Source: an optimization exercise on an open RTL-to-GDS flow (aim: small area). Production flows keep margins and buffers that such runs may drop. Only simulation tests tie the RTL to the original design; equivalence was not proved. No activity file was given, so power comes from the tool's default toggle rates.

==> design/flow/design.v <==
package regfile_pkg;
  typedef enum logic {ST_CLEAR, ST_RUN} state_t;
  localparam int DATA_W_DEF = 32;
  localparam int ADDR_W_DEF = 5;
  localparam int REG_ZERO = 0;
endpackage
module regfile_scoreboard
#(
  parameter int ADDR_W = regfile_pkg::ADDR_W_DEF,
  parameter int NUM_RD = 2,
  parameter int NUM_WR = 1,
  parameter int SB_W = 2,
  parameter int ZERO_REG = 1
) (
  input  logic                     clk,
  input  logic                     reset,
  input  logic                     run,
  input  logic [ADDR_W-1:0]        clr_idx,
  input  logic [NUM_WR-1:0]        wr_act,
  input  logic [NUM_WR*ADDR_W-1:0] wr_addr,
  input  logic                     iss_en,
  input  logic [ADDR_W-1:0]        iss_addr,
  input  logic [NUM_RD*ADDR_W-1:0] rd_addr,
  output logic [NUM_RD-1:0]        rd_busy,
  output logic                     iss_ready
);
  localparam int DEPTH = 1 << ADDR_W;
  logic [SB_W-1:0] cnt [DEPTH];
  logic [SB_W-1:0] cnt_next [DEPTH];
  logic [SB_W:0] up, dn;
  logic [ADDR_W-1:0] ra;
  logic hit;
  logic [SB_W-1:0] rc;
  assign iss_ready = run && ((ZERO_REG != 0 && iss_addr == ADDR_W'(regfile_pkg::REG_ZERO)) || cnt[iss_addr] != '1);
  always_comb begin
    up = '0;
    dn = '0;
    for (int r = 0; r < DEPTH; r++) begin
      up = {1'b0, cnt[r]} + (SB_W+1)'(iss_en && iss_ready && iss_addr == ADDR_W'(r));
      dn = '0;
      for (int w = 0; w < NUM_WR; w++)
        dn = dn + (SB_W+1)'(wr_act[w] && wr_addr[w*ADDR_W +: ADDR_W] == ADDR_W'(r));
      cnt_next[r] = (ZERO_REG != 0 && r == regfile_pkg::REG_ZERO) ? '0 : (up < dn) ? '0 : SB_W'(up - dn);
    end
  end
  always_ff @(posedge clk) begin
    if (!reset) begin
      if (!run) cnt[clr_idx] <= '0;
      else for (int r = 0; r < DEPTH; r++) cnt[r] <= cnt_next[r];
    end
  end
  always_comb begin
    rd_busy = '0;
    ra = '0;
    hit = 1'b0;
    rc = '0;
    for (int k = 0; k < NUM_RD; k++) begin
      ra = rd_addr[k*ADDR_W +: ADDR_W];
      hit = 1'b0;
      rc = hit ? cnt_next[ra] : cnt[ra];
      rd_busy[k] = run && !(ZERO_REG != 0 && ra == ADDR_W'(regfile_pkg::REG_ZERO)) && rc != '0;
    end
  end
endmodule
module regfile_mp
#(
  parameter int DATA_W = regfile_pkg::DATA_W_DEF,
  parameter int ADDR_W = regfile_pkg::ADDR_W_DEF,
  parameter int NUM_RD = 4,
  parameter int NUM_WR = 2,
  parameter int SB_W = 2,
  parameter int ZERO_REG = 1
) (
  input  logic                     clk,
  input  logic                     reset,
  input  logic [NUM_RD*ADDR_W-1:0] rd_addr,
  output logic [NUM_RD*DATA_W-1:0] rd_data,
  output logic [NUM_RD-1:0]        rd_busy,
  input  logic [NUM_WR-1:0]        wr_en,
  input  logic [NUM_WR*ADDR_W-1:0] wr_addr,
  input  logic [NUM_WR*DATA_W-1:0] wr_data,
  input  logic                     iss_en,
  input  logic [ADDR_W-1:0]        iss_addr,
  output logic                     iss_ready,
  output logic                     init_done
);
  localparam int DEPTH = 1 << ADDR_W;
  regfile_pkg::state_t state, state_n;
  logic [ADDR_W-1:0] clr_idx, clr_idx_n;
  logic run;
  logic [DATA_W-1:0] regs [DEPTH];
  logic [NUM_WR-1:0] wr_act;
  logic [ADDR_W-1:0] ra;
  logic [DATA_W-1:0] rd;
  assign run = state == regfile_pkg::ST_RUN;
  assign init_done = run;
  always_ff @(posedge clk) begin
    if (reset) begin
      state <= regfile_pkg::ST_CLEAR;
      clr_idx <= '0;
    end else begin
      state <= state_n;
      clr_idx <= clr_idx_n;
    end
  end
  always_comb begin
    state_n = (state == regfile_pkg::ST_CLEAR && clr_idx == '1) ? regfile_pkg::ST_RUN : state;
    clr_idx_n = (state == regfile_pkg::ST_CLEAR) ? clr_idx + 1'b1 : clr_idx;
  end
  always_comb begin
    wr_act = '0;
    for (int w = 0; w < NUM_WR; w++)
      wr_act[w] = run && wr_en[w] && !(ZERO_REG != 0 && wr_addr[w*ADDR_W +: ADDR_W] == ADDR_W'(regfile_pkg::REG_ZERO));
  end
  always_ff @(posedge clk) begin
    if (!reset) begin
      if (!run) regs[clr_idx] <= '0;
      else
        for (int w = 0; w < NUM_WR; w++)
          if (wr_act[w]) regs[wr_addr[w*ADDR_W +: ADDR_W]] <= wr_data[w*DATA_W +: DATA_W];
    end
  end
  always_comb begin
    rd_data = '0;
    ra = '0;
    rd = '0;
    for (int k = 0; k < NUM_RD; k++) begin
      ra = rd_addr[k*ADDR_W +: ADDR_W];
      rd = regs[ra];
      rd_data[k*DATA_W +: DATA_W] = (!run || (ZERO_REG != 0 && ra == ADDR_W'(regfile_pkg::REG_ZERO))) ? '0 : rd;
    end
  end
  regfile_scoreboard #(
    .ADDR_W(ADDR_W), .NUM_RD(NUM_RD), .NUM_WR(NUM_WR), .SB_W(SB_W), .ZERO_REG(ZERO_REG)
  ) u_sb (
    .clk(clk), .reset(reset), .run(run), .clr_idx(clr_idx),
    .wr_act(wr_act), .wr_addr(wr_addr),
    .iss_en(iss_en), .iss_addr(iss_addr),
    .rd_addr(rd_addr), .rd_busy(rd_busy), .iss_ready(iss_ready)
  );
endmodule
==> design/flow/run.sh <==
#!/bin/bash
# synth_recipe.tcl (not shown) runs the flow's synth.tcl, then flattens the netlist and writes it again
# the make line also repeats each setting of config.mk as NAME=value (left out here)
make -C /OpenROAD-flow-scripts/flow DESIGN_CONFIG=/design/flow/config.mk WORK_HOME=/design/flow/orfs CLKGATE_MAP_FILE= SYNTH_SCRIPT=/design/flow/synth_recipe.tcl finish
==> design/flow/config.mk <==
export PLATFORM = sky130hd
export DESIGN_NAME = regfile_mp
export DESIGN_NICKNAME = regfile_mp
export VERILOG_FILES = /design/flow/design.v
export SDC_FILE = /design/flow/constraint.sdc
export NUM_CORES = 4
export LEC_CHECK = 0
export CAP_MARGIN = 20
export CORE_MARGIN = 2
export CORE_UTILIZATION = 30
export SLEW_MARGIN = 20
==> design/flow/constraint.sdc <==
create_clock -name core_clock -period 6.0 [get_ports {clk}]
set_input_delay 1.2000 -clock core_clock [delete_from_list [all_inputs] [get_ports {clk}]]
set_output_delay 1.2000 -clock core_clock [all_outputs]
set_load 0.01 [all_outputs]
==> summary.txt <==
- The total design power is 18.9 mW.
- For this run, the leading register cell type out of synthesis is edfxtp_1.
- The number of buffers added for setup after CTS is 0.
- The count of maximum capacitance violations is 0.
- The number of cells traversed by the worst register-to-register path is 8.
- The initial antenna violation count is 49.
- After detailed routing, the number of vias per cell comes to 6.54.
- TritonCTS built the clock tree.
- For this run, the top clock speed supported by timing is 171 MHz.
- The synthesized netlist contains 59 unique library cells.
- The share of synthesized flip-flops with an asynchronous set or reset is 0.
- The flow ran to the end and the layout has no timing, DRC or antenna violations.
- The worst register-to-register path has a setup slack of ~1.5 ns.
- Before antenna repair, the detailed router went through 11 iterations.
- The area taken by multi-input logic gates is between 40000 and 50000 sq um.
- The count of antenna-violating nets left after detailed routing is 0.
- The number of global-route vias before repair is 63300.
- Fill cells in the final layout number 26276.
- The analysis attributes to cell leakage a power of 27.5 nW.
- The final-layout setup total negative slack is 0 ns.
- The share of the yosys chip area belonging to registers is 0.395.
- The data required time of the worst path is 4.80 ns.
- The critical path endpoint category is an output pin.
- CTS placed an instance of clkbuf_16 at the clock tree root.
- The worst-case hold path end point is clr_idx[4]$_SDFFE_PP0N_.
- Across every metal layer, demand over resource in global routing totals 0.259.
- The H-tree generated during clock tree synthesis spans 3 levels.
- The TritonCTS sink count is 1092.
- After clock tree synthesis, the clock-pin slew on the worst setup and hold paths is approximately 0.070 ns.
- For this run, the post-layout net count is 6603.
- The number of hold buffers added after cts is 0.
- The starting utilization of the core area is 0.302.
- The share of synthesized area in the top cell type comes to 0.394.
- Of the total power, the clock network draws 0.445.
- The share of total power dissipated in sequential elements is 0.443.
- The final worst-path cycle share is 0.973.
- The sum of routed wire length over all layers is roughly 370000 um.
- The wire length of the first global-routing pass is between 500000 and 600000 um.
- Once layout is done, the placed cells without fillers occupy 94300 sq um.
- For this design the top-level I/O count stands at around 240.
- The floorplan die width is 529 um.
- The switching share of power is 0.255.
- The power per cell area is 200 nW/um^2.
- In the final layout, the share of cells above drive strength 1 is 0.298.
- The count of mapped cells out of synthesis is 6457.
- The area of the mapped netlist is around 83000 sq um.
- Setup repair after global routing left no endpoint under its margin.
- By startpoint and endpoint, the worst setup path is classified as register to output pin.
- The floorplan step defined a core boundary enclosing 274000 sq um.
- The final standard cell count with taps included and fillers excluded is 10156.
- For this run, the share of the core covered by cells in the final layout is 0.344.
- Between clock sinks in the finished design, the worst skew comes to 0.0572 ns.
- The final worst slack is 0.164 ns.
- The number of nets handed over by synthesis was 6721.
- The average instance in the mapped netlist occupies between 10 and 15 sq um.
- The clock network latency to the later pin of the worst-skew pair is 0.83 ns.
- The layout overhead on the synthesized area is 13.9%.
- After synthesis, the cell types taking the most area are edfxtp_1 (39%), mux4_2 (36%), o21ai_0 (5.0%).
- Subtracting the final worst setup slack from the clock period gives 5.84 ns.
- The cell row count is between 150 and 200.
- The count of warnings emitted by yosys is 3.
- The worst hold path depth is 2.
- The routability-driven placement congestion ratio is 0.956.
- Once placement completed, the tool counted placed cells totaling 9901.
- On the final layout, the worst hold slack is between 0.6 and 0.7 ns.
- The y dimension of the die is 529 um.
- For this run, design rule violations remaining after detail routing come to 0.
- The number of hold-slack violations in the final timing report is 0.
- After legalization and detailed placement, the total HPWL measured 226000 um.
- Setup violations remaining at the end of the flow were counted as 0.
- The die covers 280000 sq um.
- The number of flops mapped to enable cells by yosys is 1086.
- The pin count of the biggest net entering global routing is roughly 110.
- At the pin with the least slew margin, the transition time is 1.23 ns.
- In this run, post-CTS repair resized a total of 0 instances.
- For this run the aggregate overflow at the end of global routing stands at 0.
- The largest total area in the synthesized netlist belongs to edfxtp_1.
- Before CTS, the worst setup slack after placement is 0.618 ns.
- The maximum count of clock buffers along a single path is 3.
- The total of flip-flops plus latches after synthesis is 1092.
- The number of design-rule violations left by the first detailed-router iteration is 12766.
- The via count of the routed design is roughly 66000.
- The kind of launch point of the worst setup path is a register.
- The count of buffers inserted at the top-level ports is 237.
- The combinational group share of total power is 0.112.
- The flip-flop and latch area is 32700 sq um.
- The reg-to-reg endpoint is u_sb.cnt[8][1]$_SDFFCE_PN0P_.
- The placement-stage cell area is 89900 sq um.
- In this run the tightest slew margin relative to its limit is 0.178.
- The arrival time of data at the critical path endpoint is 4.64 ns.
- In this run the most critical hold path is launched from clr_idx[4]$_SDFFE_PP0N_.
- The class of the tightest hold or removal check is register to register.
- The internal power of the cells totals 14.1 mW.
- The TritonCTS buffer count is 121.
- The net switching power of the design is 4.82 mW.
- Along the worst path, the maximum fanout reaches 44.
- In this run the critical register-to-register path is launched from state$_SDFFE_PP0P_.
- The maximum vdd ir drop is 0.297 mV.
- The average routed wire per standard cell is 36.6 um.
- The number of slew-limit violations in the final report came to 0.
## worst max-delay path, stage by stage, from the launching register on
cell             delay (ns)
dfxtp_4                0.83
inv_2                  0.41
or3_2                  0.59
buf_4                  0.40
o21ai_1                0.64
clkdlybuf4s50_1        0.91
## cells in the mapped netlist (54+ instances only)
master,number
a21oi_1,54
buf_1,72
buf_2,138
clkbuf_1,441
edfxtp_1,1086
ha_1,129
inv_1,212
mux4_2,1315
nand2_1,1059
nand3_1,141
nor2_1,137
nor3_1,95
o21ai_0,835
o21ai_1,285
## layer usage
layer	track usage	vias to the layer above	share of wire
met5	0	-	0.00080
met4	0.170	48	0.074
met3	0.124	1472	0.18
met2	0.368	6712	0.42
met1	0.312	32887	0.32
li1	-	25262	-
## cells by family after synthesis
| family | count (synthesis) | synth area share |
|---|---|---|
| AO/OA/AOI/OAI | 1240 | 0.0768 |
| XOR/XNOR | 34 | 0.00360 |
| multiplexers | 1355 | 0.363 |
| buffers and inverters | 987 | 0.0529 |
| flip-flops | 1092 | 0.395 |
| adder cells (fa/ha/maj) | 160 | 0.0270 |
| AND/OR/NAND/NOR | 1589 | 0.0816 |
## registers in the layout, indices dropped and copies added, names as in the netlist
register,count
clr_idx,5
regs,1024
state,1
u_sb.cnt,62
## how the worst max path moves through the flow
stage / startpoint / to / slack, ns / cells past startpoint
2_1_floorplan: wr_addr[6] / regs[31][0]$_DFFE_PP_ / 1.55 / 7
4_1_cts: state$_SDFFE_PP0P_ / rd_data[90] / 0.47 / 5
6_report: state$_SDFFE_PP0P_ / rd_data[69] / 0.16 / 5
3_3_place_gp: rd_addr[17] / rd_data[122] / 0.47 / 5
5_1_grt: state$_SDFFE_PP0P_ / rd_data[69] / 0.23 / 5
3_5_place_dp: rd_addr[3] / rd_data[5] / 0.62 / 7
## layout make-up
class                   count  area share
multi-input cells        4378       0.492
flip-flops and latches   1092       0.347
repair buffers            492      0.0555
well taps                3686      0.0489
clock buffers             131      0.0327
clock inverters            97      0.0133
inverters                 254      0.0102
diodes                     26    0.000690
## power by group through the flow
stage	registers (mW)	clock network [mW]	logic, mW
floorplan	8.51	0	1.39
detailed placement	8.53	0	2.05
finish	8.37	8.42	2.11
global route	8.37	8.66	2.15
global placement	8.52	0	2.04
CTS	8.36	8.39	2.05
## cells in the final DEF, fill, tap and decap left out, types with 11 or more instances in the layout
cell	instances
a21oi_1	54
and3_1	36
buf_12	73
buf_4	185
bufinv_16	26
clkbuf_16	122
clkdlybuf4s50_1	217
clkinv_1	41
clkinv_2	24
diode_2	26
edfxtp_1	1086
fa_1	31
ha_1	129
inv_1	211
inv_2	25
mux2_2	29
mux2i_1	11
mux4_2	1315
nand2_1	1046
nand2_4	13
nand2b_1	37
nand3_1	139
nor2_1	134
nor2b_1	12
nor3_1	88
nor3b_1	26
o21ai_0	835
o21ai_1	285
o21bai_4	12
o22ai_4	19
xnor2_1	32

[separate check: timing with driven ports]
In the flow no input, the clock included, has a driving cell. The finished layout below was timed again as built, in two steps.
Step 1, drivers: a clkbuf_16 drives clk and a buf_2 each remaining input, both assumed.
Step 2, shift: input delay + t, output delay - t, t = (earliest + latest rising clock arrival at the registers) / 2. This alone moves slack from input paths to output paths.
a / b / c = ideal ports / drivers / drivers and shift; a / b = the first two.
t, ns: 0.888
setup WS [ns]: 0.164 / 0.068 / 0.372
worst setup path after step 2: input to output
slew at the worst register clock pin (ns): 0.07 / 0.07
After both steps this run still meets setup and hold. The setup slack of this run moves by -0.096 ns with the drivers and by +0.208 ns with both steps.
